This is an optimization exercise on Yosys and OpenROAD, whose aim is small area, a short achievable clock period and few clock cycles per item, not a production implementation. RTL that was checked went through simulation tests only; none was proved equivalent to the original. Only the layout flow was run in run 2; the RTL was not checked for function there. Power figures rest on the tool's default switching activity, not on a simulated workload.

==> flow/design.v, too long to show whole: its modules and the start of the top module <==
// module conv_loader: 63 lines
// module conv_sequencer: 88 lines
// module conv_mac: 3848 lines
// module result_fifo: 46 lines
// module conv_top: 94 lines
module conv_top (
    input  logic        clk,
    input  logic        reset,
    input  logic [7:0]  in_data,
    input  logic [3:0]  in_user,
    input  logic        in_valid,
    output logic        in_ready,
    output logic [20:0] out_data,
    output logic        out_valid,
    input  logic        out_ready
);
  // ...
==> flow/run.sh <==
#!/bin/bash
# synth_recipe.tcl (not shown) runs the flow's synth.tcl, then flattens the netlist and writes it again
# the make line also repeats each setting of config.mk as NAME=value (left out here)
make -C /OpenROAD-flow-scripts/flow DESIGN_CONFIG=/design/flow/config.mk WORK_HOME=/design/flow/orfs CLKGATE_MAP_FILE= SYNTH_SCRIPT=/design/flow/synth_recipe.tcl finish
==> flow/config.mk <==
export PLATFORM = sky130hd
export DESIGN_NAME = conv_top
export DESIGN_NICKNAME = conv_top
export VERILOG_FILES = /design/flow/design.v
export SDC_FILE = /design/flow/constraint.sdc
export NUM_CORES = 4
export LEC_CHECK = 0
export ABC_CLOCK_PERIOD_IN_PS = 3000
export CAP_MARGIN = 20
export CORE_MARGIN = 2
export CORE_UTILIZATION = 40
export CTS_BUF_LIST = sky130_fd_sc_hd__clkbuf_4
export SETUP_SLACK_MARGIN = 5
export SLEW_MARGIN = 20
==> flow/constraint.sdc <==
create_clock -name core_clock -period 9.0 [get_ports {clk}]
set_input_delay 1.8000 -clock core_clock [delete_from_list [all_inputs] [get_ports {clk}]]
set_output_delay 1.8000 -clock core_clock [all_outputs]
set_load 0.01 [all_outputs]
==> flow_summary.rst, run 1 <==
.. list-table::
   :header-rows: 1

   * - Metric
     - Value
   * - Seq/Total Area, Yosys
     - about 45%
   * - Share of synthesized registers carrying an async set or reset
     - 0%
   * - Power density over cell area
     - 280 nW/um^2
   * - Leading registers by flop count
     - u_conv_loader.sr x224, u_conv_loader.w x128, u_result_fifo.mem x84
   * - Worst Setup End Kind
     - flop
   * - Layout cell share with drive strength beyond 1
     - 16.0%
   * - Result of the run
     - complete, no violations
   * - Share of cell area taken by flip-flops and latches
     - between 40% and 50%
   * - Worst setup path category
     - reg -> reg
   * - Crit path max-delay family
     - adder cells
   * - Primary FF master, synth
     - sky130_fd_sc_hd__edfxtp_1
   * - Slowest CP cell
     - sky130_fd_sc_hd__mux2i_1
   * - Reg2reg start
     - u_conv_loader.ph2
   * - Compound-cell area share of the yosys netlist
     - between 1.5 and 2%
   * - Total area of multi-input combinational cells
     - between 20000 and 25000 um^2
   * - Most common cell after layout, fill and taps aside
     - sky130_fd_sc_hd__inv_1
   * - Clock-cell share
     - approximately 5.3%
   * - TritonCTS Buffers
     - about 180
   * - Clock-pin slew on the worst setup and hold paths
     - 0.06 ns
   * - Number of sinks driven by the clock tree
     - ~700
   * - Number of unique standard cell types used by synthesis
     - 59
   * - Synthesis-to-layout area growth
     - 12.2%
   * - Tap cells
     - around 1400
   * - Layout clock buffer count
     - roughly 270
   * - Clock network power
     - ~2.8 mW
   * - Count of multi-input gates
     - about 1900
Testbench counts, summed over its fixed seeds: cycles 10,425, frames 128.
==> module conv_loader, before the edit <==
module conv_loader (
    input  logic        clk,
    input  logic        reset,
    input  logic [7:0]  in_data,
    input  logic        take_w,
    input  logic        take_b,
    input  logic        take_p,
    input  logic        start,
    input  logic [1:0]  ta,
    input  logic [1:0]  tb,
    input  logic        win,
    input  logic        win4,
    output logic [71:0] pix,
    output logic [71:0] wgt,
    output logic [7:0]  bias,
    output logic        wv,
    output logic        w4,
    output logic        ph2
);
    logic [7:0] sr [0:27];
    logic [7:0] w  [0:15];
    always_ff @(posedge clk) begin
        if (take_p) begin
            sr[0] <= in_data;
            for (int i = 1; i < 28; i++)
                sr[i] <= sr[i-1];
        end
        if (take_b)
            bias <= in_data;
        for (int t = 0; t < 16; t++) begin
            if (take_w) begin
                if (4'(t) == {ta, tb})
                    w[t] <= in_data;
                else if (start)
                    w[t] <= '0;
            end
        end
    end
    always_ff @(posedge clk) begin
        if (reset) begin
            wv  <= 1'b0;
            ph2 <= 1'b0;
        end else begin
            wv  <= win;
            ph2 <= wv && w4;
        end
        w4 <= win4;
    end
    always_comb begin
        for (int m = 0; m < 9; m++) begin
            if (!ph2) begin
                pix[8*m +: 8] = sr[(m / 3) * 8 + (m % 3)];
                wgt[8*m +: 8] = w[(m / 3) * 4 + (m % 3)];
            end else if (m < 7) begin
                pix[8*m +: 8] = sr[(m < 3) ? m * 8 + 3 : 24 + m - 3];
                wgt[8*m +: 8] = w[(m < 3) ? m * 4 + 3 : 12 + m - 3];
            end else begin
                pix[8*m +: 8] = sr[(m / 3) * 8 + (m % 3)];
                wgt[8*m +: 8] = '0;
            end
        end
    end
endmodule
==> run 2: changes to the inputs <==
--- a/flow/design.v
+++ b/flow/design.v
@@ -4,16 +4,10 @@
     input  logic [7:0]  in_data,
-    input  logic        take_w,
+    input  logic [15:0] w_en,
+    input  logic        w_clr,
     input  logic        take_b,
     input  logic        take_p,
-    input  logic        start,
-    input  logic [1:0]  ta,
-    input  logic [1:0]  tb,
-    input  logic        win,
-    input  logic        win4,
+    input  logic        pass2,
     output logic [71:0] pix,
     output logic [71:0] wgt,
-    output logic [7:0]  bias,
-    output logic        wv,
-    output logic        w4,
-    output logic        ph2
+    output logic [7:0]  bias
 );
@@ -30,8 +24,6 @@
         for (int t = 0; t < 16; t++) begin
-            if (take_w) begin
-                if (4'(t) == {ta, tb})
-                    w[t] <= in_data;
-                else if (start)
-                    w[t] <= '0;
-            end
+            if (w_en[t])
+                w[t] <= in_data;
+            else if (w_clr)
+                w[t] <= '0;
         end
@@ -39,22 +31,15 @@
     always_ff @(posedge clk) begin
-        if (reset) begin
-            wv  <= 1'b0;
-            ph2 <= 1'b0;
-        end else begin
-            wv  <= win;
-            ph2 <= wv && w4;
-        end
-        w4 <= win4;
-    end
-    always_comb begin
         for (int m = 0; m < 9; m++) begin
-            if (!ph2) begin
-                pix[8*m +: 8] = sr[(m / 3) * 8 + (m % 3)];
-                wgt[8*m +: 8] = w[(m / 3) * 4 + (m % 3)];
+            if (!pass2) begin
+                if (m == 0)
+                    pix[7:0] <= in_data;
+                else
+                    pix[8*m +: 8] <= sr[(m / 3) * 8 + (m % 3) - 1];
+                wgt[8*m +: 8] <= w[(m / 3) * 4 + (m % 3)];
             end else if (m < 7) begin
-                pix[8*m +: 8] = sr[(m < 3) ? m * 8 + 3 : 24 + m - 3];
-                wgt[8*m +: 8] = w[(m < 3) ? m * 4 + 3 : 12 + m - 3];
+                pix[8*m +: 8] <= sr[(m < 3) ? m * 8 + 3 : 24 + m - 3];
+                wgt[8*m +: 8] <= w[(m < 3) ? m * 4 + 3 : 12 + m - 3];
             end else begin
-                pix[8*m +: 8] = sr[(m / 3) * 8 + (m % 3)];
-                wgt[8*m +: 8] = '0;
+                pix[8*m +: 8] <= '0;
+                wgt[8*m +: 8] <= w[(m / 3) * 4 + (m % 3)];
             end
@@ -66,16 +51,14 @@
 ) (
-    input  logic       clk,
-    input  logic       reset,
-    input  logic       in_valid,
-    input  logic [3:0] in_user,
-    input  logic       pop,
-    output logic       in_ready,
-    output logic       take_w,
-    output logic       take_b,
-    output logic       take_p,
-    output logic       start,
-    output logic [1:0] ta,
-    output logic [1:0] tb,
-    output logic       win,
-    output logic       win4
+    input  logic        clk,
+    input  logic        reset,
+    input  logic        in_valid,
+    input  logic [3:0]  in_user,
+    input  logic        pop,
+    output logic        in_ready,
+    output logic [15:0] w_en,
+    output logic        w_clr,
+    output logic        take_b,
+    output logic        take_p,
+    output logic        win,
+    output logic        win4
 );
@@ -84,25 +67,45 @@
     localparam logic [1:0] PH_P = 2'd2;
-    logic [1:0] ph;
-    logic [2:0] k;
-    logic [1:0] wa, wb;
-    logic [2:0] x, y;
-    logic [2:0] cred;
-    logic       take;
-    logic [2:0] kk;
-    logic [1:0] km1, kind;
-    logic [2:0] cred_next;
+    logic [1:0]  ph;
+    logic        rdy_w, rdy_b, rdy_p;
+    logic [1:0]  km1;       
+    logic        k4;        
+    logic [1:0]  wa, wb;    
+    logic [15:0] hot;       
+    logic [2:0]  x, y;
+    logic        xok, yok;  
+    logic [2:0]  cred;
+    logic        take_w, start, last_w;
+    logic [1:0]  skm1, ca, cb, kk1, na, nb;
+    logic [1:0]  ph_next;
+    logic        rdy_next;
+    logic [2:0]  cred_next;
     always_comb begin
-        take   = in_valid && in_ready;
+        take_w = in_valid && rdy_w;
+        take_b = in_valid && rdy_b;
+        take_p = in_valid && rdy_p;
         start  = in_user[3];
-        kk     = start ? in_user[2:0] : k;
-        km1    = kk[1:0] - 2'd1;
-        ta     = start ? km1 : wa;
-        tb     = start ? km1 : wb;
-        kind   = start ? PH_W : ph;
-        take_w = take && kind == PH_W;
-        take_b = take && kind == PH_B;
-        take_p = take && kind == PH_P;
-        win    = take_p && (x >= {1'b0, km1}) && (y >= {1'b0, km1});
-        win4   = win && kk[2];
+        skm1   = in_user[1:0] - 2'd1;
+        for (int t = 0; t < 16; t++)
+            w_en[t] = take_w && (start ? (4'(t) == {skm1, skm1}) : hot[t]);
+        w_clr  = take_w && start;
+        ca     = start ? skm1 : wa;
+        cb     = start ? skm1 : wb;
+        kk1    = start ? skm1 : km1;
+        last_w = (ca == 2'd0) && (cb == 2'd0);
+        na     = (cb == 2'd0) ? ca - 2'd1 : ca;
+        nb     = (cb == 2'd0) ? kk1 : cb - 2'd1;
+        win    = take_p && xok && yok;
+        win4   = win && k4;
+        ph_next = ph;
+        if (take_w && last_w)
+            ph_next = PH_B;
+        if (take_b)
+            ph_next = PH_P;
+        if (take_p && x == 3'd7 && y == 3'd7)
+            ph_next = PH_W;
         cred_next = cred + {2'b00, win} - {2'b00, pop};
+        if (in_valid && rdy_p && xok && yok)
+            rdy_next = !k4 && ((pop ? cred : cred + 3'd1) < 3'(DEPTH));
+        else
+            rdy_next = (pop ? cred - 3'd1 : cred) < 3'(DEPTH);
     end
@@ -111,37 +114,45 @@
             ph       <= PH_W;
-            k        <= 3'd1;
+            km1      <= '0;
+            k4       <= 1'b0;
             wa       <= '0;
             wb       <= '0;
+            hot      <= '0;
             x        <= '0;
             y        <= '0;
+            xok      <= 1'b0;
+            yok      <= 1'b0;
             cred     <= '0;
             in_ready <= 1'b1;
+            rdy_w    <= 1'b1;
+            rdy_b    <= 1'b0;
+            rdy_p    <= 1'b0;
         end else begin
+            ph       <= ph_next;
             cred     <= cred_next;
-            in_ready <= !win4 && (cred_next < 3'(DEPTH));
+            in_ready <= rdy_next;
+            rdy_w    <= rdy_next && ph_next == PH_W;
+            rdy_b    <= rdy_next && ph_next == PH_B;
+            rdy_p    <= rdy_next && ph_next == PH_P;
             if (take_w) begin
-                k <= kk;
-                if (ta == 2'd0 && tb == 2'd0) begin
-                    ph <= PH_B;
-                end else if (tb == 2'd0) begin
-                    ph <= PH_W;
-                    wa <= ta - 2'd1;
-                    wb <= km1;
-                end else begin
-                    ph <= PH_W;
-                    wa <= ta;
-                    wb <= tb - 2'd1;
+                if (start) begin
+                    km1 <= skm1;
+                    k4  <= skm1 == 2'd3;
                 end
+                wa <= na;
+                wb <= nb;
+                for (int t = 0; t < 16; t++)
+                    hot[t] <= 4'(t) == {na, nb};
             end
             if (take_b) begin
-                ph <= PH_P;
-                x  <= '0;
-                y  <= '0;
+                x   <= '0;
+                y   <= '0;
+                xok <= km1 == 2'd0;
+                yok <= km1 == 2'd0;
             end
             if (take_p) begin
-                x <= x + 3'd1;
+                x   <= x + 3'd1;
+                xok <= (x == 3'd7) ? km1 == 2'd0 : xok || (x + 3'd1 == {1'b0, km1});
                 if (x == 3'd7) begin
-                    y <= y + 3'd1;
-                    if (y == 3'd7)
-                        ph <= PH_W;
+                    y   <= y + 3'd1;
+                    yok <= yok || (y + 3'd1 == {1'b0, km1});
                 end
@@ -1730,4 +1741,4 @@
     logic m0_c1570;
-    logic m1_s1571;
-    logic m1_c1572;
+    logic m0_s1571;
+    logic m0_c1572;
     logic m1_s1573;
@@ -1780,4 +1791,4 @@
     logic m1_c1620;
-    logic m2_s1621;
-    logic m2_c1622;
+    logic m1_s1621;
+    logic m1_c1622;
     logic m2_s1623;
@@ -1812,6 +1823,6 @@
     logic m2_c1652;
-    logic m3_s1653;
-    logic m3_c1654;
-    logic m3_s1655;
-    logic m3_c1656;
+    logic m2_s1653;
+    logic m2_c1654;
+    logic m2_s1655;
+    logic m2_c1656;
     logic m3_s1657;
@@ -1830,10 +1841,10 @@
     logic m3_c1670;
-    logic m4_s1671;
-    logic m4_c1672;
-    logic m4_s1673;
-    logic m4_c1674;
-    logic m4_s1675;
-    logic m4_c1676;
-    logic m4_s1677;
-    logic m4_c1678;
+    logic m3_s1671;
+    logic m3_c1672;
+    logic m3_s1673;
+    logic m3_c1674;
+    logic m3_s1675;
+    logic m3_c1676;
+    logic m3_s1677;
+    logic m3_c1678;
     logic m4_s1679;
@@ -1846,8 +1857,8 @@
     logic m4_c1686;
-    logic fs1687;
-    logic fc1688;
-    logic fs1689;
-    logic fc1690;
-    logic fs1691;
-    logic fc1692;
+    logic m4_s1687;
+    logic m4_c1688;
+    logic m4_s1689;
+    logic m4_c1690;
+    logic m4_s1691;
+    logic m4_c1692;
     logic fs1693;
@@ -1906,10 +1917,2 @@
     logic fc1746;
-    logic fs1747;
-    logic fc1748;
-    logic fs1749;
-    logic fc1750;
-    logic fs1751;
-    logic fc1752;
-    logic fs1753;
-    logic fc1754;
     logic r1_0_0;
@@ -2053,4 +2056,4 @@
     logic r2_7_1;
-    logic r2_7_2;
     logic r2_8_0;
+    logic r2_8_1;
     logic r2_9_0;
@@ -2061,2 +2064,3 @@
     logic r2_11_1;
+    logic r2_11_2;
     logic r2_12_0;
@@ -2070,7 +2074,10 @@
     logic r2_15_1;
+    logic r2_15_2;
     logic r2_16_0;
     logic r2_16_1;
-    logic r2_16_2;
     logic r2_17_0;
     logic r2_17_1;
+    logic r2_18_0;
+    logic r2_19_0;
+    logic r2_20_0;
     assign pp1 = (pix[0] & wgt[0]);
@@ -3757,136 +3764,142 @@
     assign m0_c1552 = (r1_11_6 & r1_11_7) | (r1_11_6 & r1_11_8) | (r1_11_7 & r1_11_8);
-    assign m0_s1553 = r1_12_0 ^ r1_12_1 ^ r1_12_2;
-    assign m0_c1554 = (r1_12_0 & r1_12_1) | (r1_12_0 & r1_12_2) | (r1_12_1 & r1_12_2);
-    assign m0_s1555 = r1_12_3 ^ r1_12_4 ^ r1_12_5;
-    assign m0_c1556 = (r1_12_3 & r1_12_4) | (r1_12_3 & r1_12_5) | (r1_12_4 & r1_12_5);
-    assign m0_s1557 = r1_12_6 ^ r1_12_7 ^ r1_12_8;
-    assign m0_c1558 = (r1_12_6 & r1_12_7) | (r1_12_6 & r1_12_8) | (r1_12_7 & r1_12_8);
-    assign m0_s1559 = r1_13_0 ^ r1_13_1 ^ r1_13_2;
-    assign m0_c1560 = (r1_13_0 & r1_13_1) | (r1_13_0 & r1_13_2) | (r1_13_1 & r1_13_2);
-    assign m0_s1561 = r1_13_3 ^ r1_13_4 ^ r1_13_5;
-    assign m0_c1562 = (r1_13_3 & r1_13_4) | (r1_13_3 & r1_13_5) | (r1_13_4 & r1_13_5);
-    assign m0_s1563 = r1_14_0 ^ r1_14_1 ^ r1_14_2;
-    assign m0_c1564 = (r1_14_0 & r1_14_1) | (r1_14_0 & r1_14_2) | (r1_14_1 & r1_14_2);
-    assign m0_s1565 = r1_14_3 ^ r1_14_4 ^ r1_14_5;
-    assign m0_c1566 = (r1_14_3 & r1_14_4) | (r1_14_3 & r1_14_5) | (r1_14_4 & r1_14_5);
-    assign m0_s1567 = r1_15_0 ^ r1_15_1 ^ r1_15_2;
-    assign m0_c1568 = (r1_15_0 & r1_15_1) | (r1_15_0 & r1_15_2) | (r1_15_1 & r1_15_2);
-    assign m0_s1569 = r1_16_0 ^ r1_16_1 ^ r1_16_2;
-    assign m0_c1570 = (r1_16_0 & r1_16_1) | (r1_16_0 & r1_16_2) | (r1_16_1 & r1_16_2);
-    assign m1_s1571 = m0_c1498 ^ m0_s1499 ^ r1_3_3;
-    assign m1_c1572 = (m0_c1498 & m0_s1499) | (m0_c1498 & r1_3_3) | (m0_s1499 & r1_3_3);
-    assign m1_s1573 = m0_c1500 ^ m0_s1501 ^ m0_s1503;
-    assign m1_c1574 = (m0_c1500 & m0_s1501) | (m0_c1500 & m0_s1503) | (m0_s1501 & m0_s1503);
-    assign m1_s1575 = m0_c1502 ^ m0_c1504 ^ m0_s1505;
-    assign m1_c1576 = (m0_c1502 & m0_c1504) | (m0_c1502 & m0_s1505) | (m0_c1504 & m0_s1505);
-    assign m1_s1577 = m0_c1506 ^ m0_c1508 ^ m0_s1509;
-    assign m1_c1578 = (m0_c1506 & m0_c1508) | (m0_c1506 & m0_s1509) | (m0_c1508 & m0_s1509);
-    assign m1_s1579 = m0_s1511 ^ m0_s1513 ^ r1_6_9;
-    assign m1_c1580 = (m0_s1511 & m0_s1513) | (m0_s1511 & r1_6_9) | (m0_s1513 & r1_6_9);
-    assign m1_s1581 = m0_c1510 ^ m0_c1512 ^ m0_c1514;
-    assign m1_c1582 = (m0_c1510 & m0_c1512) | (m0_c1510 & m0_c1514) | (m0_c1512 & m0_c1514);
-    assign m1_s1583 = m0_s1515 ^ m0_s1517 ^ m0_s1519;
-    assign m1_c1584 = (m0_s1515 & m0_s1517) | (m0_s1515 & m0_s1519) | (m0_s1517 & m0_s1519);
-    assign m1_s1585 = m0_c1516 ^ m0_c1518 ^ m0_c1520;
-    assign m1_c1586 = (m0_c1516 & m0_c1518) | (m0_c1516 & m0_c1520) | (m0_c1518 & m0_c1520);
-    assign m1_s1587 = m0_c1522 ^ m0_s1523 ^ m0_s1525;
-    assign m1_c1588 = (m0_c1522 & m0_s1523) | (m0_c1522 & m0_s1525) | (m0_s1523 & m0_s1525);
-    assign m1_s1589 = m0_s1527 ^ m0_s1529 ^ r1_8_12;
-    assign m1_c1590 = (m0_s1527 & m0_s1529) | (m0_s1527 & r1_8_12) | (m0_s1529 & r1_8_12);
-    assign m1_s1591 = m0_c1524 ^ m0_c1526 ^ m0_c1528;
-    assign m1_c1592 = (m0_c1524 & m0_c1526) | (m0_c1524 & m0_c1528) | (m0_c1526 & m0_c1528);
-    assign m1_s1593 = m0_c1530 ^ m0_s1531 ^ m0_s1533;
-    assign m1_c1594 = (m0_c1530 & m0_s1531) | (m0_c1530 & m0_s1533) | (m0_s1531 & m0_s1533);
-    assign m1_s1595 = m0_s1535 ^ m0_s1537 ^ r1_9_12;
-    assign m1_c1596 = (m0_s1535 & m0_s1537) | (m0_s1535 & r1_9_12) | (m0_s1537 & r1_9_12);
-    assign m1_s1597 = m0_c1532 ^ m0_c1534 ^ m0_c1536;
-    assign m1_c1598 = (m0_c1532 & m0_c1534) | (m0_c1532 & m0_c1536) | (m0_c1534 & m0_c1536);
-    assign m1_s1599 = m0_c1538 ^ m0_s1539 ^ m0_s1541;
-    assign m1_c1600 = (m0_c1538 & m0_s1539) | (m0_c1538 & m0_s1541) | (m0_s1539 & m0_s1541);
-    assign m1_s1601 = m0_s1543 ^ m0_s1545 ^ r1_10_12;
-    assign m1_c1602 = (m0_s1543 & m0_s1545) | (m0_s1543 & r1_10_12) | (m0_s1545 & r1_10_12);
-    assign m1_s1603 = m0_c1540 ^ m0_c1542 ^ m0_c1544;
-    assign m1_c1604 = (m0_c1540 & m0_c1542) | (m0_c1540 & m0_c1544) | (m0_c1542 & m0_c1544);
-    assign m1_s1605 = m0_c1546 ^ m0_s1547 ^ m0_s1549;
-    assign m1_c1606 = (m0_c1546 & m0_s1547) | (m0_c1546 & m0_s1549) | (m0_s1547 & m0_s1549);
-    assign m1_s1607 = m0_s1551 ^ r1_11_9 ^ r1_11_10;
-    assign m1_c1608 = (m0_s1551 & r1_11_9) | (m0_s1551 & r1_11_10) | (r1_11_9 & r1_11_10);
+    assign m0_s1553 = r1_11_9 ^ r1_11_10 ^ 1'b1;
+    assign m0_c1554 = (r1_11_9 & r1_11_10) | (r1_11_9 & 1'b1) | (r1_11_10 & 1'b1);
+    assign m0_s1555 = r1_12_0 ^ r1_12_1 ^ r1_12_2;
+    assign m0_c1556 = (r1_12_0 & r1_12_1) | (r1_12_0 & r1_12_2) | (r1_12_1 & r1_12_2);
+    assign m0_s1557 = r1_12_3 ^ r1_12_4 ^ r1_12_5;
+    assign m0_c1558 = (r1_12_3 & r1_12_4) | (r1_12_3 & r1_12_5) | (r1_12_4 & r1_12_5);
+    assign m0_s1559 = r1_12_6 ^ r1_12_7 ^ r1_12_8;
+    assign m0_c1560 = (r1_12_6 & r1_12_7) | (r1_12_6 & r1_12_8) | (r1_12_7 & r1_12_8);
+    assign m0_s1561 = r1_13_0 ^ r1_13_1 ^ r1_13_2;
+    assign m0_c1562 = (r1_13_0 & r1_13_1) | (r1_13_0 & r1_13_2) | (r1_13_1 & r1_13_2);
+    assign m0_s1563 = r1_13_3 ^ r1_13_4 ^ r1_13_5;
+    assign m0_c1564 = (r1_13_3 & r1_13_4) | (r1_13_3 & r1_13_5) | (r1_13_4 & r1_13_5);
+    assign m0_s1565 = r1_14_0 ^ r1_14_1 ^ r1_14_2;
+    assign m0_c1566 = (r1_14_0 & r1_14_1) | (r1_14_0 & r1_14_2) | (r1_14_1 & r1_14_2);
+    assign m0_s1567 = r1_14_3 ^ r1_14_4 ^ r1_14_5;
+    assign m0_c1568 = (r1_14_3 & r1_14_4) | (r1_14_3 & r1_14_5) | (r1_14_4 & r1_14_5);
+    assign m0_s1569 = r1_15_0 ^ r1_15_1 ^ r1_15_2;
+    assign m0_c1570 = (r1_15_0 & r1_15_1) | (r1_15_0 & r1_15_2) | (r1_15_1 & r1_15_2);
+    assign m0_s1571 = r1_16_0 ^ r1_16_1 ^ r1_16_2;
+    assign m0_c1572 = (r1_16_0 & r1_16_1) | (r1_16_0 & r1_16_2) | (r1_16_1 & r1_16_2);
+    assign m1_s1573 = m0_c1498 ^ m0_s1499 ^ r1_3_3;
+    assign m1_c1574 = (m0_c1498 & m0_s1499) | (m0_c1498 & r1_3_3) | (m0_s1499 & r1_3_3);
+    assign m1_s1575 = m0_c1500 ^ m0_s1501 ^ m0_s1503;
+    assign m1_c1576 = (m0_c1500 & m0_s1501) | (m0_c1500 & m0_s1503) | (m0_s1501 & m0_s1503);
+    assign m1_s1577 = m0_c1502 ^ m0_c1504 ^ m0_s1505;
+    assign m1_c1578 = (m0_c1502 & m0_c1504) | (m0_c1502 & m0_s1505) | (m0_c1504 & m0_s1505);
+    assign m1_s1579 = m0_c1506 ^ m0_c1508 ^ m0_s1509;
+    assign m1_c1580 = (m0_c1506 & m0_c1508) | (m0_c1506 & m0_s1509) | (m0_c1508 & m0_s1509);
+    assign m1_s1581 = m0_s1511 ^ m0_s1513 ^ r1_6_9;
+    assign m1_c1582 = (m0_s1511 & m0_s1513) | (m0_s1511 & r1_6_9) | (m0_s1513 & r1_6_9);
+    assign m1_s1583 = m0_c1510 ^ m0_c1512 ^ m0_c1514;
+    assign m1_c1584 = (m0_c1510 & m0_c1512) | (m0_c1510 & m0_c1514) | (m0_c1512 & m0_c1514);
+    assign m1_s1585 = m0_s1515 ^ m0_s1517 ^ m0_s1519;
+    assign m1_c1586 = (m0_s1515 & m0_s1517) | (m0_s1515 & m0_s1519) | (m0_s1517 & m0_s1519);
+    assign m1_s1587 = m0_c1516 ^ m0_c1518 ^ m0_c1520;
+    assign m1_c1588 = (m0_c1516 & m0_c1518) | (m0_c1516 & m0_c1520) | (m0_c1518 & m0_c1520);
+    assign m1_s1589 = m0_c1522 ^ m0_s1523 ^ m0_s1525;
+    assign m1_c1590 = (m0_c1522 & m0_s1523) | (m0_c1522 & m0_s1525) | (m0_s1523 & m0_s1525);
+    assign m1_s1591 = m0_s1527 ^ m0_s1529 ^ r1_8_12;
+    assign m1_c1592 = (m0_s1527 & m0_s1529) | (m0_s1527 & r1_8_12) | (m0_s1529 & r1_8_12);
+    assign m1_s1593 = m0_c1524 ^ m0_c1526 ^ m0_c1528;
+    assign m1_c1594 = (m0_c1524 & m0_c1526) | (m0_c1524 & m0_c1528) | (m0_c1526 & m0_c1528);
+    assign m1_s1595 = m0_c1530 ^ m0_s1531 ^ m0_s1533;
+    assign m1_c1596 = (m0_c1530 & m0_s1531) | (m0_c1530 & m0_s1533) | (m0_s1531 & m0_s1533);
+    assign m1_s1597 = m0_s1535 ^ m0_s1537 ^ r1_9_12;
+    assign m1_c1598 = (m0_s1535 & m0_s1537) | (m0_s1535 & r1_9_12) | (m0_s1537 & r1_9_12);
+    assign m1_s1599 = m0_c1532 ^ m0_c1534 ^ m0_c1536;
+    assign m1_c1600 = (m0_c1532 & m0_c1534) | (m0_c1532 & m0_c1536) | (m0_c1534 & m0_c1536);
+    assign m1_s1601 = m0_c1538 ^ m0_s1539 ^ m0_s1541;
+    assign m1_c1602 = (m0_c1538 & m0_s1539) | (m0_c1538 & m0_s1541) | (m0_s1539 & m0_s1541);
+    assign m1_s1603 = m0_s1543 ^ m0_s1545 ^ r1_10_12;
+    assign m1_c1604 = (m0_s1543 & m0_s1545) | (m0_s1543 & r1_10_12) | (m0_s1545 & r1_10_12);
+    assign m1_s1605 = m0_c1540 ^ m0_c1542 ^ m0_c1544;
+    assign m1_c1606 = (m0_c1540 & m0_c1542) | (m0_c1540 & m0_c1544) | (m0_c1542 & m0_c1544);
+    assign m1_s1607 = m0_c1546 ^ m0_s1547 ^ m0_s1549;
+    assign m1_c1608 = (m0_c1546 & m0_s1547) | (m0_c1546 & m0_s1549) | (m0_s1547 & m0_s1549);
     assign m1_s1609 = m0_c1548 ^ m0_c1550 ^ m0_c1552;
     assign m1_c1610 = (m0_c1548 & m0_c1550) | (m0_c1548 & m0_c1552) | (m0_c1550 & m0_c1552);
-    assign m1_s1611 = m0_s1553 ^ m0_s1555 ^ m0_s1557;
-    assign m1_c1612 = (m0_s1553 & m0_s1555) | (m0_s1553 & m0_s1557) | (m0_s1555 & m0_s1557);
-    assign m1_s1613 = m0_c1554 ^ m0_c1556 ^ m0_c1558;
-    assign m1_c1614 = (m0_c1554 & m0_c1556) | (m0_c1554 & m0_c1558) | (m0_c1556 & m0_c1558);
-    assign m1_s1615 = m0_s1559 ^ m0_s1561 ^ r1_13_6;
-    assign m1_c1616 = (m0_s1559 & m0_s1561) | (m0_s1559 & r1_13_6) | (m0_s1561 & r1_13_6);
-    assign m1_s1617 = m0_c1560 ^ m0_c1562 ^ m0_s1563;
-    assign m1_c1618 = (m0_c1560 & m0_c1562) | (m0_c1560 & m0_s1563) | (m0_c1562 & m0_s1563);
-    assign m1_s1619 = m0_c1564 ^ m0_c1566 ^ m0_s1567;
-    assign m1_c1620 = (m0_c1564 & m0_c1566) | (m0_c1564 & m0_s1567) | (m0_c1566 & m0_s1567);
-    assign m2_s1621 = m1_c1572 ^ m1_s1573 ^ r1_4_6;
-    assign m2_c1622 = (m1_c1572 & m1_s1573) | (m1_c1572 & r1_4_6) | (m1_s1573 & r1_4_6);
-    assign m2_s1623 = m1_c1574 ^ m1_s1575 ^ m0_s1507;
-    assign m2_c1624 = (m1_c1574 & m1_s1575) | (m1_c1574 & m0_s1507) | (m1_s1575 & m0_s1507);
-    assign m2_s1625 = m1_c1576 ^ m1_s1577 ^ m1_s1579;
-    assign m2_c1626 = (m1_c1576 & m1_s1577) | (m1_c1576 & m1_s1579) | (m1_s1577 & m1_s1579);
-    assign m2_s1627 = m1_c1578 ^ m1_c1580 ^ m1_s1581;
-    assign m2_c1628 = (m1_c1578 & m1_c1580) | (m1_c1578 & m1_s1581) | (m1_c1580 & m1_s1581);
-    assign m2_s1629 = m1_c1582 ^ m1_c1584 ^ m1_s1585;
-    assign m2_c1630 = (m1_c1582 & m1_c1584) | (m1_c1582 & m1_s1585) | (m1_c1584 & m1_s1585);
-    assign m2_s1631 = m1_c1586 ^ m1_c1588 ^ m1_c1590;
-    assign m2_c1632 = (m1_c1586 & m1_c1588) | (m1_c1586 & m1_c1590) | (m1_c1588 & m1_c1590);
-    assign m2_s1633 = m1_s1591 ^ m1_s1593 ^ m1_s1595;
-    assign m2_c1634 = (m1_s1591 & m1_s1593) | (m1_s1591 & m1_s1595) | (m1_s1593 & m1_s1595);
-    assign m2_s1635 = m1_c1592 ^ m1_c1594 ^ m1_c1596;
-    assign m2_c1636 = (m1_c1592 & m1_c1594) | (m1_c1592 & m1_c1596) | (m1_c1594 & m1_c1596);
-    assign m2_s1637 = m1_s1597 ^ m1_s1599 ^ m1_s1601;
-    assign m2_c1638 = (m1_s1597 & m1_s1599) | (m1_s1597 & m1_s1601) | (m1_s1599 & m1_s1601);
-    assign m2_s1639 = m1_c1598 ^ m1_c1600 ^ m1_c1602;
-    assign m2_c1640 = (m1_c1598 & m1_c1600) | (m1_c1598 & m1_c1602) | (m1_c1600 & m1_c1602);
-    assign m2_s1641 = m1_s1603 ^ m1_s1605 ^ m1_s1607;
-    assign m2_c1642 = (m1_s1603 & m1_s1605) | (m1_s1603 & m1_s1607) | (m1_s1605 & m1_s1607);
-    assign m2_s1643 = m1_c1604 ^ m1_c1606 ^ m1_c1608;
-    assign m2_c1644 = (m1_c1604 & m1_c1606) | (m1_c1604 & m1_c1608) | (m1_c1606 & m1_c1608);
-    assign m2_s1645 = m1_c1610 ^ m1_c1612 ^ m1_s1613;
-    assign m2_c1646 = (m1_c1610 & m1_c1612) | (m1_c1610 & m1_s1613) | (m1_c1612 & m1_s1613);
-    assign m2_s1647 = m1_c1614 ^ m1_c1616 ^ m1_s1617;
-    assign m2_c1648 = (m1_c1614 & m1_c1616) | (m1_c1614 & m1_s1617) | (m1_c1616 & m1_s1617);
-    assign m2_s1649 = m1_c1618 ^ m1_s1619 ^ r1_15_3;
-    assign m2_c1650 = (m1_c1618 & m1_s1619) | (m1_c1618 & r1_15_3) | (m1_s1619 & r1_15_3);
-    assign m2_s1651 = m1_c1620 ^ m0_c1568 ^ m0_s1569;
-    assign m2_c1652 = (m1_c1620 & m0_c1568) | (m1_c1620 & m0_s1569) | (m0_c1568 & m0_s1569);
-    assign m3_s1653 = m2_c1622 ^ m2_s1623 ^ r1_5_6;
-    assign m3_c1654 = (m2_c1622 & m2_s1623) | (m2_c1622 & r1_5_6) | (m2_s1623 & r1_5_6);
-    assign m3_s1655 = m2_c1626 ^ m2_s1627 ^ m1_s1583;
-    assign m3_c1656 = (m2_c1626 & m2_s1627) | (m2_c1626 & m1_s1583) | (m2_s1627 & m1_s1583);
-    assign m3_s1657 = m2_c1628 ^ m2_s1629 ^ m1_s1587;
-    assign m3_c1658 = (m2_c1628 & m2_s1629) | (m2_c1628 & m1_s1587) | (m2_s1629 & m1_s1587);
-    assign m3_s1659 = m2_c1630 ^ m2_s1631 ^ m2_s1633;
-    assign m3_c1660 = (m2_c1630 & m2_s1631) | (m2_c1630 & m2_s1633) | (m2_s1631 & m2_s1633);
-    assign m3_s1661 = m2_c1632 ^ m2_c1634 ^ m2_s1635;
-    assign m3_c1662 = (m2_c1632 & m2_c1634) | (m2_c1632 & m2_s1635) | (m2_c1634 & m2_s1635);
-    assign m3_s1663 = m2_c1636 ^ m2_c1638 ^ m2_s1639;
-    assign m3_c1664 = (m2_c1636 & m2_c1638) | (m2_c1636 & m2_s1639) | (m2_c1638 & m2_s1639);
-    assign m3_s1665 = m2_c1640 ^ m2_c1642 ^ m2_s1643;
-    assign m3_c1666 = (m2_c1640 & m2_c1642) | (m2_c1640 & m2_s1643) | (m2_c1642 & m2_s1643);
-    assign m3_s1667 = m2_c1644 ^ m2_s1645 ^ m1_s1615;
-    assign m3_c1668 = (m2_c1644 & m2_s1645) | (m2_c1644 & m1_s1615) | (m2_s1645 & m1_s1615);
-    assign m3_s1669 = m2_c1646 ^ m2_s1647 ^ m0_s1565;
-    assign m3_c1670 = (m2_c1646 & m2_s1647) | (m2_c1646 & m0_s1565) | (m2_s1647 & m0_s1565);
-    assign m4_s1671 = m3_c1654 ^ m2_c1624 ^ m2_s1625;
-    assign m4_c1672 = (m3_c1654 & m2_c1624) | (m3_c1654 & m2_s1625) | (m2_c1624 & m2_s1625);
-    assign m4_s1673 = m3_c1656 ^ m3_s1657 ^ m1_s1589;
-    assign m4_c1674 = (m3_c1656 & m3_s1657) | (m3_c1656 & m1_s1589) | (m3_s1657 & m1_s1589);
-    assign m4_s1675 = m3_c1658 ^ m3_s1659 ^ r1_9_13;
-    assign m4_c1676 = (m3_c1658 & m3_s1659) | (m3_c1658 & r1_9_13) | (m3_s1659 & r1_9_13);
-    assign m4_s1677 = m3_c1660 ^ m3_s1661 ^ m2_s1637;
-    assign m4_c1678 = (m3_c1660 & m3_s1661) | (m3_c1660 & m2_s1637) | (m3_s1661 & m2_s1637);
-    assign m4_s1679 = m3_c1662 ^ m3_s1663 ^ m2_s1641;
-    assign m4_c1680 = (m3_c1662 & m3_s1663) | (m3_c1662 & m2_s1641) | (m3_s1663 & m2_s1641);
-    assign m4_s1681 = m3_c1664 ^ m3_s1665 ^ m1_s1609;
-    assign m4_c1682 = (m3_c1664 & m3_s1665) | (m3_c1664 & m1_s1609) | (m3_s1665 & m1_s1609);
-    assign m4_s1683 = m3_c1668 ^ m3_s1669 ^ r1_14_6;
-    assign m4_c1684 = (m3_c1668 & m3_s1669) | (m3_c1668 & r1_14_6) | (m3_s1669 & r1_14_6);
-    assign m4_s1685 = m3_c1670 ^ m2_c1648 ^ m2_s1649;
-    assign m4_c1686 = (m3_c1670 & m2_c1648) | (m3_c1670 & m2_s1649) | (m2_c1648 & m2_s1649);
+    assign m1_s1611 = m0_c1554 ^ m0_s1555 ^ m0_s1557;
+    assign m1_c1612 = (m0_c1554 & m0_s1555) | (m0_c1554 & m0_s1557) | (m0_s1555 & m0_s1557);
+    assign m1_s1613 = m0_c1556 ^ m0_c1558 ^ m0_c1560;
+    assign m1_c1614 = (m0_c1556 & m0_c1558) | (m0_c1556 & m0_c1560) | (m0_c1558 & m0_c1560);
+    assign m1_s1615 = m0_s1561 ^ m0_s1563 ^ r1_13_6;
+    assign m1_c1616 = (m0_s1561 & m0_s1563) | (m0_s1561 & r1_13_6) | (m0_s1563 & r1_13_6);
+    assign m1_s1617 = m0_c1562 ^ m0_c1564 ^ m0_s1565;
+    assign m1_c1618 = (m0_c1562 & m0_c1564) | (m0_c1562 & m0_s1565) | (m0_c1564 & m0_s1565);
+    assign m1_s1619 = m0_c1566 ^ m0_c1568 ^ m0_s1569;
+    assign m1_c1620 = (m0_c1566 & m0_c1568) | (m0_c1566 & m0_s1569) | (m0_c1568 & m0_s1569);
+    assign m1_s1621 = m0_c1570 ^ m0_s1571 ^ 1'b1;
+    assign m1_c1622 = (m0_c1570 & m0_s1571) | (m0_c1570 & 1'b1) | (m0_s1571 & 1'b1);
+    assign m2_s1623 = m1_c1574 ^ m1_s1575 ^ r1_4_6;
+    assign m2_c1624 = (m1_c1574 & m1_s1575) | (m1_c1574 & r1_4_6) | (m1_s1575 & r1_4_6);
+    assign m2_s1625 = m1_c1576 ^ m1_s1577 ^ m0_s1507;
+    assign m2_c1626 = (m1_c1576 & m1_s1577) | (m1_c1576 & m0_s1507) | (m1_s1577 & m0_s1507);
+    assign m2_s1627 = m1_c1578 ^ m1_s1579 ^ m1_s1581;
+    assign m2_c1628 = (m1_c1578 & m1_s1579) | (m1_c1578 & m1_s1581) | (m1_s1579 & m1_s1581);
+    assign m2_s1629 = m1_c1580 ^ m1_c1582 ^ m1_s1583;
+    assign m2_c1630 = (m1_c1580 & m1_c1582) | (m1_c1580 & m1_s1583) | (m1_c1582 & m1_s1583);
+    assign m2_s1631 = m1_s1585 ^ m0_s1521 ^ 1'b1;
+    assign m2_c1632 = (m1_s1585 & m0_s1521) | (m1_s1585 & 1'b1) | (m0_s1521 & 1'b1);
+    assign m2_s1633 = m1_c1584 ^ m1_c1586 ^ m1_s1587;
+    assign m2_c1634 = (m1_c1584 & m1_c1586) | (m1_c1584 & m1_s1587) | (m1_c1586 & m1_s1587);
+    assign m2_s1635 = m1_c1588 ^ m1_c1590 ^ m1_c1592;
+    assign m2_c1636 = (m1_c1588 & m1_c1590) | (m1_c1588 & m1_c1592) | (m1_c1590 & m1_c1592);
+    assign m2_s1637 = m1_s1593 ^ m1_s1595 ^ m1_s1597;
+    assign m2_c1638 = (m1_s1593 & m1_s1595) | (m1_s1593 & m1_s1597) | (m1_s1595 & m1_s1597);
+    assign m2_s1639 = m1_c1594 ^ m1_c1596 ^ m1_c1598;
+    assign m2_c1640 = (m1_c1594 & m1_c1596) | (m1_c1594 & m1_c1598) | (m1_c1596 & m1_c1598);
+    assign m2_s1641 = m1_s1599 ^ m1_s1601 ^ m1_s1603;
+    assign m2_c1642 = (m1_s1599 & m1_s1601) | (m1_s1599 & m1_s1603) | (m1_s1601 & m1_s1603);
+    assign m2_s1643 = m1_c1600 ^ m1_c1602 ^ m1_c1604;
+    assign m2_c1644 = (m1_c1600 & m1_c1602) | (m1_c1600 & m1_c1604) | (m1_c1602 & m1_c1604);
+    assign m2_s1645 = m1_s1605 ^ m1_s1607 ^ m0_s1551;
+    assign m2_c1646 = (m1_s1605 & m1_s1607) | (m1_s1605 & m0_s1551) | (m1_s1607 & m0_s1551);
+    assign m2_s1647 = m1_c1606 ^ m1_c1608 ^ m1_s1609;
+    assign m2_c1648 = (m1_c1606 & m1_c1608) | (m1_c1606 & m1_s1609) | (m1_c1608 & m1_s1609);
+    assign m2_s1649 = m1_c1610 ^ m1_c1612 ^ m1_s1613;
+    assign m2_c1650 = (m1_c1610 & m1_c1612) | (m1_c1610 & m1_s1613) | (m1_c1612 & m1_s1613);
+    assign m2_s1651 = m1_c1614 ^ m1_c1616 ^ m1_s1617;
+    assign m2_c1652 = (m1_c1614 & m1_c1616) | (m1_c1614 & m1_s1617) | (m1_c1616 & m1_s1617);
+    assign m2_s1653 = m1_c1618 ^ m1_s1619 ^ r1_15_3;
+    assign m2_c1654 = (m1_c1618 & m1_s1619) | (m1_c1618 & r1_15_3) | (m1_s1619 & r1_15_3);
+    assign m2_s1655 = m1_c1622 ^ m0_c1572 ^ 1'b1;
+    assign m2_c1656 = (m1_c1622 & m0_c1572) | (m1_c1622 & 1'b1) | (m0_c1572 & 1'b1);
+    assign m3_s1657 = m2_c1624 ^ m2_s1625 ^ r1_5_6;
+    assign m3_c1658 = (m2_c1624 & m2_s1625) | (m2_c1624 & r1_5_6) | (m2_s1625 & r1_5_6);
+    assign m3_s1659 = m2_c1628 ^ m2_s1629 ^ m2_s1631;
+    assign m3_c1660 = (m2_c1628 & m2_s1629) | (m2_c1628 & m2_s1631) | (m2_s1629 & m2_s1631);
+    assign m3_s1661 = m2_c1630 ^ m2_c1632 ^ m2_s1633;
+    assign m3_c1662 = (m2_c1630 & m2_c1632) | (m2_c1630 & m2_s1633) | (m2_c1632 & m2_s1633);
+    assign m3_s1663 = m2_c1634 ^ m2_s1635 ^ m2_s1637;
+    assign m3_c1664 = (m2_c1634 & m2_s1635) | (m2_c1634 & m2_s1637) | (m2_s1635 & m2_s1637);
+    assign m3_s1665 = m2_c1636 ^ m2_c1638 ^ m2_s1639;
+    assign m3_c1666 = (m2_c1636 & m2_c1638) | (m2_c1636 & m2_s1639) | (m2_c1638 & m2_s1639);
+    assign m3_s1667 = m2_c1640 ^ m2_c1642 ^ m2_s1643;
+    assign m3_c1668 = (m2_c1640 & m2_c1642) | (m2_c1640 & m2_s1643) | (m2_c1642 & m2_s1643);
+    assign m3_s1669 = m2_c1644 ^ m2_c1646 ^ m2_s1647;
+    assign m3_c1670 = (m2_c1644 & m2_c1646) | (m2_c1644 & m2_s1647) | (m2_c1646 & m2_s1647);
+    assign m3_s1671 = m2_c1648 ^ m2_s1649 ^ m1_s1615;
+    assign m3_c1672 = (m2_c1648 & m2_s1649) | (m2_c1648 & m1_s1615) | (m2_s1649 & m1_s1615);
+    assign m3_s1673 = m2_c1650 ^ m2_s1651 ^ m0_s1567;
+    assign m3_c1674 = (m2_c1650 & m2_s1651) | (m2_c1650 & m0_s1567) | (m2_s1651 & m0_s1567);
+    assign m3_s1675 = m2_c1652 ^ m2_s1653 ^ 1'b1;
+    assign m3_c1676 = (m2_c1652 & m2_s1653) | (m2_c1652 & 1'b1) | (m2_s1653 & 1'b1);
+    assign m3_s1677 = m2_c1654 ^ m1_c1620 ^ m1_s1621;
+    assign m3_c1678 = (m2_c1654 & m1_c1620) | (m2_c1654 & m1_s1621) | (m1_c1620 & m1_s1621);
+    assign m4_s1679 = m3_c1658 ^ m2_c1626 ^ m2_s1627;
+    assign m4_c1680 = (m3_c1658 & m2_c1626) | (m3_c1658 & m2_s1627) | (m2_c1626 & m2_s1627);
+    assign m4_s1681 = m3_c1660 ^ m3_s1661 ^ m1_s1589;
+    assign m4_c1682 = (m3_c1660 & m3_s1661) | (m3_c1660 & m1_s1589) | (m3_s1661 & m1_s1589);
+    assign m4_s1683 = m3_c1662 ^ m3_s1663 ^ r1_9_13;
+    assign m4_c1684 = (m3_c1662 & m3_s1663) | (m3_c1662 & r1_9_13) | (m3_s1663 & r1_9_13);
+    assign m4_s1685 = m3_c1664 ^ m3_s1665 ^ m2_s1641;
+    assign m4_c1686 = (m3_c1664 & m3_s1665) | (m3_c1664 & m2_s1641) | (m3_s1665 & m2_s1641);
+    assign m4_s1687 = m3_c1666 ^ m3_s1667 ^ m2_s1645;
+    assign m4_c1688 = (m3_c1666 & m3_s1667) | (m3_c1666 & m2_s1645) | (m3_s1667 & m2_s1645);
+    assign m4_s1689 = m3_c1668 ^ m3_s1669 ^ m1_s1611;
+    assign m4_c1690 = (m3_c1668 & m3_s1669) | (m3_c1668 & m1_s1611) | (m3_s1669 & m1_s1611);
+    assign m4_s1691 = m3_c1672 ^ m3_s1673 ^ r1_14_6;
+    assign m4_c1692 = (m3_c1672 & m3_s1673) | (m3_c1672 & r1_14_6) | (m3_s1673 & r1_14_6);
     always_ff @(posedge clk) begin
@@ -3896,103 +3909,93 @@
         r2_2_0 <= m0_s1497;
-        r2_3_0 <= m1_s1571;
+        r2_3_0 <= m1_s1573;
         r2_3_1 <= r1_3_4;
-        r2_4_0 <= m2_s1621;
-        r2_5_0 <= m3_s1653;
-        r2_6_0 <= m4_s1671;
-        r2_7_0 <= m4_c1672;
-        r2_7_1 <= m3_s1655;
-        r2_7_2 <= m0_s1521;
-        r2_8_0 <= m4_s1673;
-        r2_9_0 <= m4_c1674;
-        r2_9_1 <= m4_s1675;
-        r2_10_0 <= m4_c1676;
-        r2_10_1 <= m4_s1677;
-        r2_11_0 <= m4_c1678;
-        r2_11_1 <= m4_s1679;
-        r2_12_0 <= m4_c1680;
-        r2_12_1 <= m4_s1681;
-        r2_12_2 <= m1_s1611;
-        r2_13_0 <= m4_c1682;
-        r2_13_1 <= m3_c1666;
-        r2_13_2 <= m3_s1667;
-        r2_14_0 <= m4_s1683;
-        r2_15_0 <= m4_c1684;
-        r2_15_1 <= m4_s1685;
-        r2_16_0 <= m4_c1686;
-        r2_16_1 <= m2_c1650;
-        r2_16_2 <= m2_s1651;
-        r2_17_0 <= m2_c1652;
-        r2_17_1 <= m0_c1570;
+        r2_4_0 <= m2_s1623;
+        r2_5_0 <= m3_s1657;
+        r2_6_0 <= m4_s1679;
+        r2_7_0 <= m4_c1680;
+        r2_7_1 <= m3_s1659;
+        r2_8_0 <= m4_s1681;
+        r2_8_1 <= m1_s1591;
+        r2_9_0 <= m4_c1682;
+        r2_9_1 <= m4_s1683;
+        r2_10_0 <= m4_c1684;
+        r2_10_1 <= m4_s1685;
+        r2_11_0 <= m4_c1686;
+        r2_11_1 <= m4_s1687;
+        r2_11_2 <= m0_s1553;
+        r2_12_0 <= m4_c1688;
+        r2_12_1 <= m4_s1689;
+        r2_12_2 <= m0_s1559;
+        r2_13_0 <= m4_c1690;
+        r2_13_1 <= m3_c1670;
+        r2_13_2 <= m3_s1671;
+        r2_14_0 <= m4_s1691;
+        r2_15_0 <= m4_c1692;
+        r2_15_1 <= m3_c1674;
+        r2_15_2 <= m3_s1675;
+        r2_16_0 <= m3_c1676;
+        r2_16_1 <= m3_s1677;
+        r2_17_0 <= m3_c1678;
+        r2_17_1 <= m2_s1655;
+        r2_18_0 <= m2_c1656;
+        r2_19_0 <= 1'b1;
+        r2_20_0 <= 1'b1;
     end
-    assign fs1687 = r2_7_0 ^ r2_7_1;
-    assign fc1688 = r2_7_0 & r2_7_1;
-    assign fs1689 = r2_16_0 ^ r2_16_1;
-    assign fc1690 = r2_16_0 & r2_16_1;
-    assign fs1691 = r2_17_0 ^ r2_17_1;
-    assign fc1692 = r2_17_0 & r2_17_1;
-    assign fs1693 = r2_7_2 ^ extra[7];
-    assign fc1694 = r2_7_2 & extra[7];
-    assign fs1695 = r2_8_0 ^ extra[8];
-    assign fc1696 = r2_8_0 & extra[8];
-    assign fs1697 = r2_9_0 ^ r2_9_1;
-    assign fc1698 = r2_9_0 & r2_9_1;
-    assign fs1699 = r2_10_0 ^ r2_10_1;
-    assign fc1700 = r2_10_0 & r2_10_1;
-    assign fs1701 = r2_11_0 ^ r2_11_1 ^ extra[11];
-    assign fc1702 = (r2_11_0 & r2_11_1) | (r2_11_0 & extra[11]) | (r2_11_1 & extra[11]);
-    assign fs1703 = r2_12_0 ^ r2_12_1 ^ r2_12_2;
-    assign fc1704 = (r2_12_0 & r2_12_1) | (r2_12_0 & r2_12_2) | (r2_12_1 & r2_12_2);
-    assign fs1705 = r2_13_0 ^ r2_13_1 ^ r2_13_2;
-    assign fc1706 = (r2_13_0 & r2_13_1) | (r2_13_0 & r2_13_2) | (r2_13_1 & r2_13_2);
-    assign fs1707 = r2_15_0 ^ r2_15_1;
-    assign fc1708 = r2_15_0 & r2_15_1;
-    assign fs1709 = r2_16_2 ^ extra[16] ^ 1'b1;
-    assign fc1710 = (r2_16_2 & extra[16]) | (r2_16_2 & 1'b1) | (extra[16] & 1'b1);
-    assign fs1711 = extra[17] ^ 1'b1 ^ fs1691;
-    assign fc1712 = (extra[17] & 1'b1) | (extra[17] & fs1691) | (1'b1 & fs1691);
-    assign fs1713 = r2_0_0 ^ r2_0_1;
-    assign fc1714 = r2_0_0 & r2_0_1;
-    assign fs1715 = r2_1_0 ^ extra[1];
-    assign fc1716 = r2_1_0 & extra[1];
-    assign fs1717 = r2_2_0 ^ extra[2];
-    assign fc1718 = r2_2_0 & extra[2];
-    assign fs1719 = r2_3_0 ^ r2_3_1 ^ extra[3];
-    assign fc1720 = (r2_3_0 & r2_3_1) | (r2_3_0 & extra[3]) | (r2_3_1 & extra[3]);
-    assign fs1721 = r2_4_0 ^ extra[4];
-    assign fc1722 = r2_4_0 & extra[4];
-    assign fs1723 = r2_5_0 ^ extra[5];
-    assign fc1724 = r2_5_0 & extra[5];
-    assign fs1725 = r2_6_0 ^ extra[6];
-    assign fc1726 = r2_6_0 & extra[6];
-    assign fs1727 = 1'b1 ^ fs1687 ^ fs1693;
-    assign fc1728 = (1'b1 & fs1687) | (1'b1 & fs1693) | (fs1687 & fs1693);
-    assign fs1729 = fc1688 ^ fs1695 ^ fc1694;
-    assign fc1730 = (fc1688 & fs1695) | (fc1688 & fc1694) | (fs1695 & fc1694);
-    assign fs1731 = extra[9] ^ fs1697 ^ fc1696;
-    assign fc1732 = (extra[9] & fs1697) | (extra[9] & fc1696) | (fs1697 & fc1696);
-    assign fs1733 = extra[10] ^ fs1699 ^ fc1698;
-    assign fc1734 = (extra[10] & fs1699) | (extra[10] & fc1698) | (fs1699 & fc1698);
-    assign fs1735 = 1'b1 ^ fs1701 ^ fc1700;
-    assign fc1736 = (1'b1 & fs1701) | (1'b1 & fc1700) | (fs1701 & fc1700);
-    assign fs1737 = extra[12] ^ fs1703 ^ fc1702;
-    assign fc1738 = (extra[12] & fs1703) | (extra[12] & fc1702) | (fs1703 & fc1702);
-    assign fs1739 = extra[13] ^ fs1705 ^ fc1704;
-    assign fc1740 = (extra[13] & fs1705) | (extra[13] & fc1704) | (fs1705 & fc1704);
-    assign fs1741 = r2_14_0 ^ extra[14] ^ fc1706;
-    assign fc1742 = (r2_14_0 & extra[14]) | (r2_14_0 & fc1706) | (extra[14] & fc1706);
-    assign fs1743 = extra[15] ^ 1'b1 ^ fs1707;
-    assign fc1744 = (extra[15] & 1'b1) | (extra[15] & fs1707) | (1'b1 & fs1707);
-    assign fs1745 = fs1689 ^ fs1709 ^ fc1708;
-    assign fc1746 = (fs1689 & fs1709) | (fs1689 & fc1708) | (fs1709 & fc1708);
-    assign fs1747 = fc1690 ^ fs1711 ^ fc1710;
-    assign fc1748 = (fc1690 & fs1711) | (fc1690 & fc1710) | (fs1711 & fc1710);
-    assign fs1749 = extra[18] ^ fc1692 ^ fc1712;
-    assign fc1750 = (extra[18] & fc1692) | (extra[18] & fc1712) | (fc1692 & fc1712);
-    assign fs1751 = extra[19] ^ 1'b1;
-    assign fc1752 = extra[19] & 1'b1;
-    assign fs1753 = extra[20] ^ 1'b1;
-    assign fc1754 = extra[20] & 1'b1;
+    assign fs1693 = r2_11_0 ^ r2_11_1;
+    assign fc1694 = r2_11_0 & r2_11_1;
+    assign fs1695 = r2_12_0 ^ r2_12_1 ^ r2_12_2;
+    assign fc1696 = (r2_12_0 & r2_12_1) | (r2_12_0 & r2_12_2) | (r2_12_1 & r2_12_2);
+    assign fs1697 = r2_13_0 ^ r2_13_1 ^ r2_13_2;
+    assign fc1698 = (r2_13_0 & r2_13_1) | (r2_13_0 & r2_13_2) | (r2_13_1 & r2_13_2);
+    assign fs1699 = r2_15_0 ^ r2_15_1;
+    assign fc1700 = r2_15_0 & r2_15_1;
+    assign fs1701 = r2_16_0 ^ r2_16_1;
+    assign fc1702 = r2_16_0 & r2_16_1;
+    assign fs1703 = r2_17_0 ^ r2_17_1;
+    assign fc1704 = r2_17_0 & r2_17_1;
+    assign fs1705 = r2_0_0 ^ r2_0_1;
+    assign fc1706 = r2_0_0 & r2_0_1;
+    assign fs1707 = r2_1_0 ^ extra[1];
+    assign fc1708 = r2_1_0 & extra[1];
+    assign fs1709 = r2_2_0 ^ extra[2];
+    assign fc1710 = r2_2_0 & extra[2];
+    assign fs1711 = r2_3_0 ^ r2_3_1 ^ extra[3];
+    assign fc1712 = (r2_3_0 & r2_3_1) | (r2_3_0 & extra[3]) | (r2_3_1 & extra[3]);
+    assign fs1713 = r2_4_0 ^ extra[4];
+    assign fc1714 = r2_4_0 & extra[4];
+    assign fs1715 = r2_5_0 ^ extra[5];
+    assign fc1716 = r2_5_0 & extra[5];
+    assign fs1717 = r2_6_0 ^ extra[6];
+    assign fc1718 = r2_6_0 & extra[6];
+    assign fs1719 = r2_7_0 ^ r2_7_1 ^ extra[7];
+    assign fc1720 = (r2_7_0 & r2_7_1) | (r2_7_0 & extra[7]) | (r2_7_1 & extra[7]);
+    assign fs1721 = r2_8_0 ^ r2_8_1 ^ extra[8];
+    assign fc1722 = (r2_8_0 & r2_8_1) | (r2_8_0 & extra[8]) | (r2_8_1 & extra[8]);
+    assign fs1723 = r2_9_0 ^ r2_9_1 ^ extra[9];
+    assign fc1724 = (r2_9_0 & r2_9_1) | (r2_9_0 & extra[9]) | (r2_9_1 & extra[9]);
+    assign fs1725 = r2_10_0 ^ r2_10_1 ^ extra[10];
+    assign fc1726 = (r2_10_0 & r2_10_1) | (r2_10_0 & extra[10]) | (r2_10_1 & extra[10]);
+    assign fs1727 = r2_11_2 ^ extra[11] ^ fs1693;
+    assign fc1728 = (r2_11_2 & extra[11]) | (r2_11_2 & fs1693) | (extra[11] & fs1693);
+    assign fs1729 = extra[12] ^ fs1695 ^ fc1694;
+    assign fc1730 = (extra[12] & fs1695) | (extra[12] & fc1694) | (fs1695 & fc1694);
+    assign fs1731 = extra[13] ^ fs1697 ^ fc1696;
+    assign fc1732 = (extra[13] & fs1697) | (extra[13] & fc1696) | (fs1697 & fc1696);
+    assign fs1733 = r2_14_0 ^ extra[14] ^ fc1698;
+    assign fc1734 = (r2_14_0 & extra[14]) | (r2_14_0 & fc1698) | (extra[14] & fc1698);
+    assign fs1735 = r2_15_2 ^ extra[15] ^ fs1699;
+    assign fc1736 = (r2_15_2 & extra[15]) | (r2_15_2 & fs1699) | (extra[15] & fs1699);
+    assign fs1737 = extra[16] ^ fs1701 ^ fc1700;
+    assign fc1738 = (extra[16] & fs1701) | (extra[16] & fc1700) | (fs1701 & fc1700);
+    assign fs1739 = extra[17] ^ fs1703 ^ fc1702;
+    assign fc1740 = (extra[17] & fs1703) | (extra[17] & fc1702) | (fs1703 & fc1702);
+    assign fs1741 = r2_18_0 ^ extra[18] ^ fc1704;
+    assign fc1742 = (r2_18_0 & extra[18]) | (r2_18_0 & fc1704) | (extra[18] & fc1704);
+    assign fs1743 = r2_19_0 ^ extra[19];
+    assign fc1744 = r2_19_0 & extra[19];
+    assign fs1745 = r2_20_0 ^ extra[20];
+    assign fc1746 = r2_20_0 & extra[20];
     logic [20:0] ra, rb;
-    assign ra = {fs1753, fs1751, fs1749, fs1747, fs1745, fs1743, fs1741, fs1739, fs1737, fs1735, fs1733, fs1731, fs1729, fs1727, fs1725, fs1723, fs1721, fs1719, fs1717, fs1715, extra[0]};
-    assign rb = {fc1752, fc1750, fc1748, fc1746, fc1744, fc1742, fc1740, fc1738, fc1736, fc1734, fc1732, fc1730, fc1728, fc1726, fc1724, fc1722, fc1720, fc1718, fc1716, fc1714, fs1713};
+    assign ra = {fs1745, fs1743, fs1741, fs1739, fs1737, fs1735, fs1733, fs1731, fs1729, fs1727, fs1725, fs1723, fs1721, fs1719, fs1717, fs1715, fs1713, fs1711, fs1709, fs1707, extra[0]};
+    assign rb = {fc1744, fc1742, fc1740, fc1738, fc1736, fc1734, fc1732, fc1730, fc1728, fc1726, fc1724, fc1722, fc1720, fc1718, fc1716, fc1714, fc1712, fc1710, fc1708, fc1706, fs1705};
     assign sum = ra + rb;
@@ -4057,9 +4060,8 @@
     localparam int DEPTH = 5;
-    logic        take_w, take_b, take_p, start, win, win4;
-    logic [1:0]  ta, tb;
+    logic [15:0] w_en;
+    logic        w_clr, take_b, take_p, win, win4;
     logic [71:0] pix, wgt;
     logic [7:0]  bias;
-    logic        wv, w4, ph2;
-    logic        d1, p1, q1, d2, p2, q2;
-    logic [20:0] acc, extra, sum;
+    logic        d0, p0, q0, d1, p1, q1, d2, p2, q2;
+    logic [20:0] extra, sum;
     conv_sequencer #(.DEPTH(DEPTH)) u_conv_sequencer (
@@ -4071,8 +4073,6 @@
         .in_ready (in_ready),
-        .take_w   (take_w),
+        .w_en     (w_en),
+        .w_clr    (w_clr),
         .take_b   (take_b),
         .take_p   (take_p),
-        .start    (start),
-        .ta       (ta),
-        .tb       (tb),
         .win      (win),
@@ -4084,16 +4084,10 @@
         .in_data (in_data),
-        .take_w  (take_w),
+        .w_en    (w_en),
+        .w_clr   (w_clr),
         .take_b  (take_b),
         .take_p  (take_p),
-        .start   (start),
-        .ta      (ta),
-        .tb      (tb),
-        .win     (win),
-        .win4    (win4),
+        .pass2   (p0),
         .pix     (pix),
         .wgt     (wgt),
-        .bias    (bias),
-        .wv      (wv),
-        .w4      (w4),
-        .ph2     (ph2)
+        .bias    (bias)
     );
@@ -4101,2 +4095,5 @@
         if (reset) begin
+            d0 <= 1'b0;
+            p0 <= 1'b0;
+            q0 <= 1'b0;
             d1 <= 1'b0;
@@ -4108,5 +4105,8 @@
         end else begin
-            d1 <= wv && !w4;
-            p1 <= wv && w4;
-            q1 <= ph2;
+            d0 <= win && !win4;
+            p0 <= win4;
+            q0 <= p0;
+            d1 <= d0;
+            p1 <= p0;
+            q1 <= q0;
             d2 <= d1;
@@ -4116,3 +4116,2 @@
     end
-    assign extra = acc & {21{q2}};
     conv_mac u_conv_mac (
@@ -4122,3 +4121,3 @@
         .bias  (bias),
-        .pass2 (ph2),
+        .pass2 (q0),
         .extra (extra),
@@ -4127,4 +4126,3 @@
     always_ff @(posedge clk)
-        if (p2)
-            acc <= sum;
+        extra <= sum & {21{p2}};
     result_fifo #(.DEPTH(DEPTH)) u_result_fifo (
--- a/flow/config.mk
+++ b/flow/config.mk
@@ -11,3 +11,2 @@
 export CORE_UTILIZATION = 40
-export CTS_BUF_LIST = sky130_fd_sc_hd__clkbuf_4
 export SETUP_SLACK_MARGIN = 5
==> flow_summary.rst, run 2 <==
.. list-table::
   :header-rows: 1

   * - Metric
     - Value
   * - Result of the run
     - complete, no violations
   * - Instance area at placement
     - 46200 um^2
   * - Initial core utilization
     - 40.4%
   * - Slowest cell delay on critical path
     - around 0.73 ns
   * - CP startpoint kind
     - flop
   * - Worst min path class
     - reg -> reg
   * - Final core occ
     - between 40% and 50%
   * - First-pass GRT wire length
     - between 150000 and 200000 um
   * - Primary FF master, synth
     - sky130_fd_sc_hd__edfxtp_1
   * - # fillers
     - a little under 10000
   * - RSZ-0062 raised after global routing
     - false
   * - Gate count after technology mapping
     - 3400
   * - Final design instance area without fill
     - between 40000 and 50000 um^2
   * - Number of failing setup endpoints in the final timing report
     - 0
   * - Total of warnings raised by yosys
     - 7
   * - DR pass1 iterations
     - 5
   * - Core ar.
     - between 100000 and 150000 um^2
   * - Number of placed instances, taps included
     - between 4000 and 5000
   * - Peak clock frequency supported by timing
     - about 0.26 GHz
   * - Area share of the largest cell type after synthesis
     - around a third
   * - Final Non-Filler Cells
     - between 5000 and 6000
   * - Final period demand of the worst path
     - between 3 and 4 ns
   * - TritonCTS Buffers
     - 89 (-51%)
   * - Total nets after synthesis
     - 4038
   * - Cell type with the highest aggregate area in the netlist
     - sky130_fd_sc_hd__edfxtp_1
   * - Relative slew slack
     - 24.7%
   * - Top cells by count, synth
     - sky130_fd_sc_hd__inv_1 (602), sky130_fd_sc_hd__fa_1 (567), sky130_fd_sc_hd__edfxtp_1 (465)
   * - Total GRT Usage
     - between 10% and 20%
   * - Worst setup path category
     - reg -> out
   * - Standard-cell rows
     - between 100 and 150
   * - Number of antenna violations at the first check in global routing
     - 2
   * - Most common cell after layout, fill and taps aside
     - sky130_fd_sc_hd__inv_1
   * - Count of routing violations after the opening detailed-route iteration
     - 1717
   * - Hold violation count in the final report
     - 0
   * - Period Utilization, post-route
     - around 43%
   * - Number of unique standard cell types used by synthesis
     - 58 (-1.7%)
   * - Leading registers by flop count
     - u_conv_loader.sr x224, u_conv_loader.w x128, u_result_fifo.mem x84
   * - Worst Setup End Kind
     - primary output
   * - Most area-consuming cells after synthesis
     - sky130_fd_sc_hd__edfxtp_1 (32%), sky130_fd_sc_hd__fa_1 (26%), sky130_fd_sc_hd__dfxtp_1 (17%)
   * - Post-Syn Area
     - about 44000 um^2
   * - Flip-flop count of the largest register, all copies and words added
     - roughly 220
   * - Clock-pin slew on the worst setup and hold paths
     - 0.06 ns (about the same)
   * - Cell-by-cell listing of the critical path
     - clkdlybuf4s50_1
   * - Final net count
     - 4114
   * - Total area of multi-input combinational cells
     - 20000 um^2 (-2.2%)
   * - Number of slew-limit violations in the final report
     - 0
   * - Maximum net fanout on the critical path
     - 4
   * - Global route overflow
     - 0
   * - Sum of internal, switching and leakage power
     - 15.8 mW
   * - Share of synthesized registers carrying an async set or reset
     - 0% (unchanged)
   * - # port buffers
     - 37
   * - Sequential cell area in the final layout
     - ~22000 um^2
   * - Antenna-violating nets left
     - 0
   * - Power density over cell area
     - 322 nW/um^2 (+15%)
   * - Number of sinks driven by the clock tree
     - 850 (+24%)
   * - Number of maximum-capacitance constraint violations
     - 0
   * - Overall via count from detail_route
     - ~24000
   * - Slowest CP cell
     - sky130_fd_sc_hd__dfxtp_1
   * - Layout cell share with drive strength beyond 1
     - 8.90% (-7.1 points)
   * - Slew at the pin closest to its max-slew limit
     - around 1.1 ns
   * - Seq/Total Area, Yosys
     - 49.1% (+4.1 points)
   * - Sum of buffers and inverters on the critical path
     - 1
   * - Via count of the first global-routing pass
     - 25400
   * - Register with the most flip-flops
     - u_conv_loader.sr
   * - Residual DRC count
     - 0
   * - Crit path max-delay family
     - flip-flops
   * - Synthesis-to-layout area growth
     - 11.5%
   * - Count of buffers added by post-CTS timing repair for setup
     - 0
   * - Wire length per cell after detailed routing
     - between 15 and 20 um
   * - HPWL after DPL
     - around 80000 um
   * - Top library cells by usage in the layout, fill and taps aside
     - sky130_fd_sc_hd__inv_1 (602), sky130_fd_sc_hd__fa_1 (567), sky130_fd_sc_hd__edfxtp_1 (465)
## run 2: cell types whose count changed after synthesis, sizes merged, moves of 12 or more
cell	change
dfxtp	+188
and2	+172
nor2	-143
mux2i	-88
and3	+40
buf	-31
a21oi	-23
edfxtp	-21
clkbuf	+20
inv	-20
nand2	-18
a22oi	+16
a21o	+12
mux2	+12
## run 2: metal layers
layer,GRT usage [%],wire length [um],vias up
met5,0,0,-
met4,5.18,2780,0
met3,3.29,6200,215
met2,29.0,45800,688
met1,25.6,45600,12300
li1,-,-,10900
## run 2: layout make-up
class	instances	share of cell area (%)
flip-flops and latches	850	44.1
multi-input cells	1882	40.6
clock buffers	104	4.79
inverters	602	4.60
well taps	1476	3.76
clock inverters	60	1.21
repair buffers	51	0.985
diodes	2	0.0102
## run 2: repair_timing
item,CTS,global route
resized for setup,2,5
cloned,0,1
pin swaps,0,1
setup endpoints to repair,93,58
## run 2: power breakdown
group	leakage [nW]	switching, mW	total, mW	internal (mW)
sequential	7.52	0.316	5.40	5.09
clock	1.44	1.56	3.68	2.12
combinational	11.5	3.97	6.76	2.79
total	20.4	5.85	15.8	9.99
## run 2: cells by family (layout without fill, tap and decap cells)
group	count (synthesis)	after routing	synth area share, %
compound gates	119	119	1.82
fa+ha+maj	622	622	27.3
xor+xnor	26	26	0.516
mux	153	153	4.41
simple gates	961	962	11.1
flops	850	850	49.1
other cells	0	2	0
buf+inv	669	817	5.70
## run 2: worst paths after layout
check,startpoint,endpoint,slack [ns],depth (start not counted)
setup reg to reg,u_conv_mac.r2_12_2,u_result_fifo.mem[1][19],5.31,11
hold / removal,u_conv_mac.r1_1_0,u_conv_mac.r2_1_0,0.33,0
hold reg to reg,u_conv_mac.r1_1_0,u_conv_mac.r2_1_0,0.33,0
setup / recovery,u_result_fifo.rd_valid,out_valid,5.16,1
## run 2: through the flow
| step | worst slack (ns) | hold slack, ns |
|---|---|---|
| 2_1_floorplan | 5.01 | 0.310 |
| 4_1_cts | 5.10 | 0.330 |
| 3_5_place_dp | 4.21 | 0.316 |
| 5_1_grt | 5.06 | 0.341 |
| 3_3_place_gp | 4.22 | 0.314 |
| 6_report | 5.16 | 0.331 |

## port drivers added, routing unchanged
In the flow no input, the clock included, has a driving cell. The finished layouts below were timed again as built, in two steps.
Step 1: set_driving_cell puts a clkbuf_16 on clk and a buf_2 on each other input, an assumption about the parent block.
Step 2, shift: input delay + t, output delay - t, t = (earliest + latest rising clock arrival at the registers) / 2. This alone moves slack from input paths to output paths.
Slacks: ideal / step 1 / step 2; pairs: ideal / step 1.
run	t, ns	slack for setup (ns)
run 1	1.163	4.967 / 4.967 / 4.091
run 2	0.716	5.156 / 5.090 / 4.610
After both steps every run listed still meets setup and hold.
